Background: an optimization exercise with open tools, aiming at small area, a short achievable clock period and few clock cycles per item. Do not read the settings as production practice.
Only simulation tests tie the RTL to the original design; equivalence was not proved.
Power and IR drop assume default switching activity.

==> module pred_fsm, before the edit <==
module pred_fsm #(
	parameter int ADDR_W = pred_pkg::ADDR_W
) (
	input wire logic clk,
	input wire logic rst_i,
	input wire logic start_i,
	input wire logic [pred_pkg::FRAC_W-1:0] frac_x_i,
	input wire logic [pred_pkg::FRAC_W-1:0] frac_y_i,
	input wire logic [ADDR_W-1:0] blk_addr_i,
	input wire logic [7:0] pos_i,
	input wire logic phase_i,
	output logic early_o,
	output logic launch_o,
	output logic busy_o,
	output logic first_o,
	output logic [pred_pkg::FRAC_W-1:0] step_frac_x_o,
	output logic [pred_pkg::FRAC_W-1:0] vert_frac_y_o,
	output logic [ADDR_W-1:0] wr_blk_addr_o,
	output logic wr_early_o
);
	localparam int FW = pred_pkg::FRAC_W;
	logic pend_q;
	logic start_acc;
	logic stage_busy;
	logic stage_free_next;
	logic a0;
	logic bearly_q;
	logic wearly_q;
	logic take;
	logic [FW-1:0] pfx_q;
	logic [FW-1:0] pfy_q;
	logic [ADDR_W-1:0] paddr_q;
	logic [FW-1:0] bfx_q;
	logic [FW-1:0] bfy_q;
	logic [ADDR_W-1:0] baddr_q;
	logic [FW-1:0] vfy_q;
	logic [ADDR_W-1:0] waddr_q;
	assign start_acc = start_i && !pend_q;
	assign stage_busy = |pos_i[4:0];
	assign stage_free_next = !(|pos_i[3:0]);
	assign a0 = pend_q ? paddr_q[0] : blk_addr_i[0];
	assign early_o = start_acc && !stage_busy && (phase_i != blk_addr_i[0]);
	assign launch_o = (pend_q || start_acc) && !early_o && stage_free_next && (phase_i == a0);
	assign take = early_o || launch_o;
	assign busy_o = pend_q;
	assign first_o = pos_i[0] || !stage_busy;
	always_ff @(posedge clk) begin
		if (rst_i) begin
			pend_q <= 1'b0;
		end else begin
			pend_q <= (pend_q || start_acc) && !early_o && !launch_o;
		end
	end
	always_ff @(posedge clk) begin
		if (start_acc) begin
			pfx_q <= frac_x_i;
			pfy_q <= frac_y_i;
			paddr_q <= blk_addr_i;
		end
	end
	always_ff @(posedge clk) begin
		if (take) begin
			bfx_q <= pend_q ? pfx_q : frac_x_i;
			bfy_q <= pend_q ? pfy_q : frac_y_i;
			baddr_q <= pend_q ? paddr_q : blk_addr_i;
			bearly_q <= early_o;
		end
	end
	always_ff @(posedge clk) begin
		if (pos_i[1]) begin
			vfy_q <= bfy_q;  
		end
		if (pos_i[3]) begin
			waddr_q <= baddr_q;  
			wearly_q <= bearly_q;
		end
	end
	assign step_frac_x_o = stage_busy ? bfx_q : frac_x_i;
	assign vert_frac_y_o = vfy_q;
	assign wr_blk_addr_o = waddr_q;
	assign wr_early_o = wearly_q;
endmodule
clock: 8.0 ns
lec_check: 0
cap_margin: 20
core_margin: 2
core_utilization: 40
cts_cluster_diameter: 80
cts_cluster_size: 30
setup_slack_margin: 4.7
slew_margin: 20
run.sh (not shown) runs the stock make flow with config.mk's settings and CLKGATE_MAP_FILE= SYNTH_SCRIPT=/design/flow/synth_recipe.tcl, a recipe that flattens the netlist after the stock synthesis.
The first run completed with no timing, DRC or antenna violations.
Testbench counts at the start, summed over its fixed seeds: cycles 1,608, blocks 256.
Change:
--- a/flow/design.v
+++ b/flow/design.v
@@ -61,7 +61,7 @@
 	assign launch_o = (pend_q || start_acc) && !early_o && stage_free_next && (phase_i == a0);
 	assign take = early_o || launch_o;
 	assign busy_o = pend_q;
-	assign first_o = pos_i[0] || !stage_busy;
+	assign first_o = pos_i[0] || early_o;
 	always_ff @(posedge clk) begin
 		if (rst_i) begin
 			pend_q <= 1'b0;
@@ -93,7 +93,7 @@
 			wearly_q <= bearly_q;
 		end
 	end
-	assign step_frac_x_o = stage_busy ? bfx_q : frac_x_i;
+	assign step_frac_x_o = early_o ? frac_x_i : bfx_q;
 	assign vert_frac_y_o = vfy_q;
 	assign wr_blk_addr_o = waddr_q;
 	assign wr_early_o = wearly_q;
After rerunning:
- die area is about the same
- area after synthesis is about the same
- cell area rose slightly
- combinational power came out lower by a little under a tenth
- sequential cell count stays the same
Testbench counts after the change, summed over its fixed seeds: cycles 1,608, blocks 256.

--- another note on this design; it stands on its own ---

== run A ==
Design inter_pred_top, start of the top module:
module inter_pred_top #(
	parameter int ADDR_W = pred_pkg::ADDR_W
) (
	input wire logic clk,
	input wire logic rst_i,
	input wire logic ref_row_wr_i,
	input wire logic [2:0] ref_row_idx_i,
	input wire pred_pkg::win_row_t ref_row_i,
	input wire logic start_i,
	input wire logic [ADDR_W-1:0] blk_addr_i,
	input wire logic [pred_pkg::FRAC_W-1:0] frac_x_i,
	input wire logic [pred_pkg::FRAC_W-1:0] frac_y_i,
	output logic busy_o,
	output logic done_o,
	input wire logic [ADDR_W-1:0] rd_addr_i,
	output logic [pred_pkg::BLK*pred_pkg::BLK*pred_pkg::PIX_W-1:0] pred_o
);
clock: 8.0 ns
lec_check: 0
cap_margin: 20
core_margin: 2
core_utilization: 40
cts_cluster_diameter: 80
cts_cluster_size: 30
setup_slack_margin: 4.5
slew_margin: 20
run.sh (not shown) runs the stock make flow with config.mk's settings and CLKGATE_MAP_FILE= SYNTH_SCRIPT=/design/flow/synth_recipe.tcl, a recipe that flattens the netlist after the stock synthesis.
Run A: no failed stages, no open violations at the end
Testbench counts of run A, summed over its fixed seeds: cycles 1,608, blocks 256.
> inputs changed (run A -> run B)
# run A
export LEC_CHECK = 0
export CAP_MARGIN = 20
export CORE_MARGIN = 2
export CORE_UTILIZATION = 40
export CTS_CLUSTER_DIAMETER = 80
export CTS_CLUSTER_SIZE = 30
export SETUP_SLACK_MARGIN = 4.5
export SLEW_MARGIN = 20
create_clock -name core_clock -period 8.0 [get_ports {clk}]
# run B
export LEC_CHECK = 0
export CAP_MARGIN = 20
export CORE_MARGIN = 2
export CORE_UTILIZATION = 40
export SETUP_SLACK_MARGIN = 4.7
export SLEW_MARGIN = 20
create_clock -name core_clock -period 8.0 [get_ports {clk}]
### Flow results
- Between run B and run A, it is run B whose layout net count is higher, by 316.
- Wire length after detailed routing ends up lower on run A.
- On multi-input combinational gate total, run A and run B are neck and neck.
- [run B] initial antenna violation count fell about 3% relative to run A
- Note that the design area recorded for run B amounts to 1.07 times the value seen in run A.
- Run B went all the way through synthesis, placement and routing and the layout is clean on timing, DRC and antenna.
- Reported for run A and run B, count of buffers inserted at the top-level ports turned out identical to the last digit.

---

inter_pred_top again, from the RTL that the note above started with.
Settings: LEC_CHECK=0, CAP_MARGIN=20, CORE_MARGIN=2, CORE_UTILIZATION=40, CTS_CLUSTER_DIAMETER=80, CTS_CLUSTER_SIZE=30, SETUP_SLACK_MARGIN=5.0, SLEW_MARGIN=20; clock period 8.0 ns.
The starting point completed without violations.
Testbench counts at the start, summed over its fixed seeds: cycles 1,608, blocks 256.
Rerun with:
- SETUP_SLACK_MARGIN: 5.0 -> 4.7
The new run passed the timing, design-rule and antenna checks.
Routed wire length decreases by a few percent.
Cell area fell by a few percent.
Die area is unchanged.
Rerun with:
- CORE_UTILIZATION: 40 -> 55
- SETUP_SLACK_MARGIN: 4.7 -> 4.8
The new run finished clean.
Clock-buffer cell count climbs by 10.
Design area barely changes.
Clock skew goes down by 0.077 ns.
Area after synthesis stays the same.
Via count grows by a few percent.
Clock power stays flat.
First-iteration DRC count increases by about a fifth.
Sequential power hardly moves.

-- what the ideal ports hide --
How much do the figures lean on ideal ports? The routed layouts below were timed once more, with nothing changed but the port constraints.
Step 1 assumes that a clkbuf_16 drives the clock port and a buf_2 every other input.
Step 2 adds t to the input delays and takes it off the output delays; t is the mean of the earliest and latest rising clock arrival at the registers after step 1. Input paths then give back, and output paths get back, about the clock's delay inside the block.
Slacks: no drivers / after step 1 / after step 2; pairs: no drivers / after step 1.
| run | shift t [ns] | slack for setup (ns) | worst setup path after step 2 | slew at the worst register clock pin (ns) | cell pins on the clock port's net |
|---|---|---|---|---|---|
| the first run of note 1 | 1.065 | 4.632 / 4.613 / 3.548 | input to register | 0.12 / 0.12 | 1 |
| the second run of note 1 | 1.090 | 4.589 / 4.517 / 3.427 | input to register | 0.12 / 0.12 | 1 |
| run A | 1.076 | 4.392 / 4.448 / 3.374 | input to register | 0.12 / 0.12 | 1 |
| run B | 1.126 | 4.601 / 4.528 / 3.402 | input to register | 0.07 / 0.07 | 1 |
| the first run of note 3 | 1.073 | 4.479 / 4.545 / 3.471 | input to register | 0.12 / 0.12 | 1 |
| the second run of note 3 | 1.100 | 4.610 / 4.594 / 3.494 | input to register | 0.12 / 0.12 | 1 |
| the third run of note 3 | 1.069 | 4.591 / 4.665 / 3.597 | input to register | 0.12 / 0.12 | 1 |
After both steps every run listed still meets setup and hold. The setup slack of run B, which loses most, moves by -0.073 ns with the drivers and by -1.199 ns with both steps.
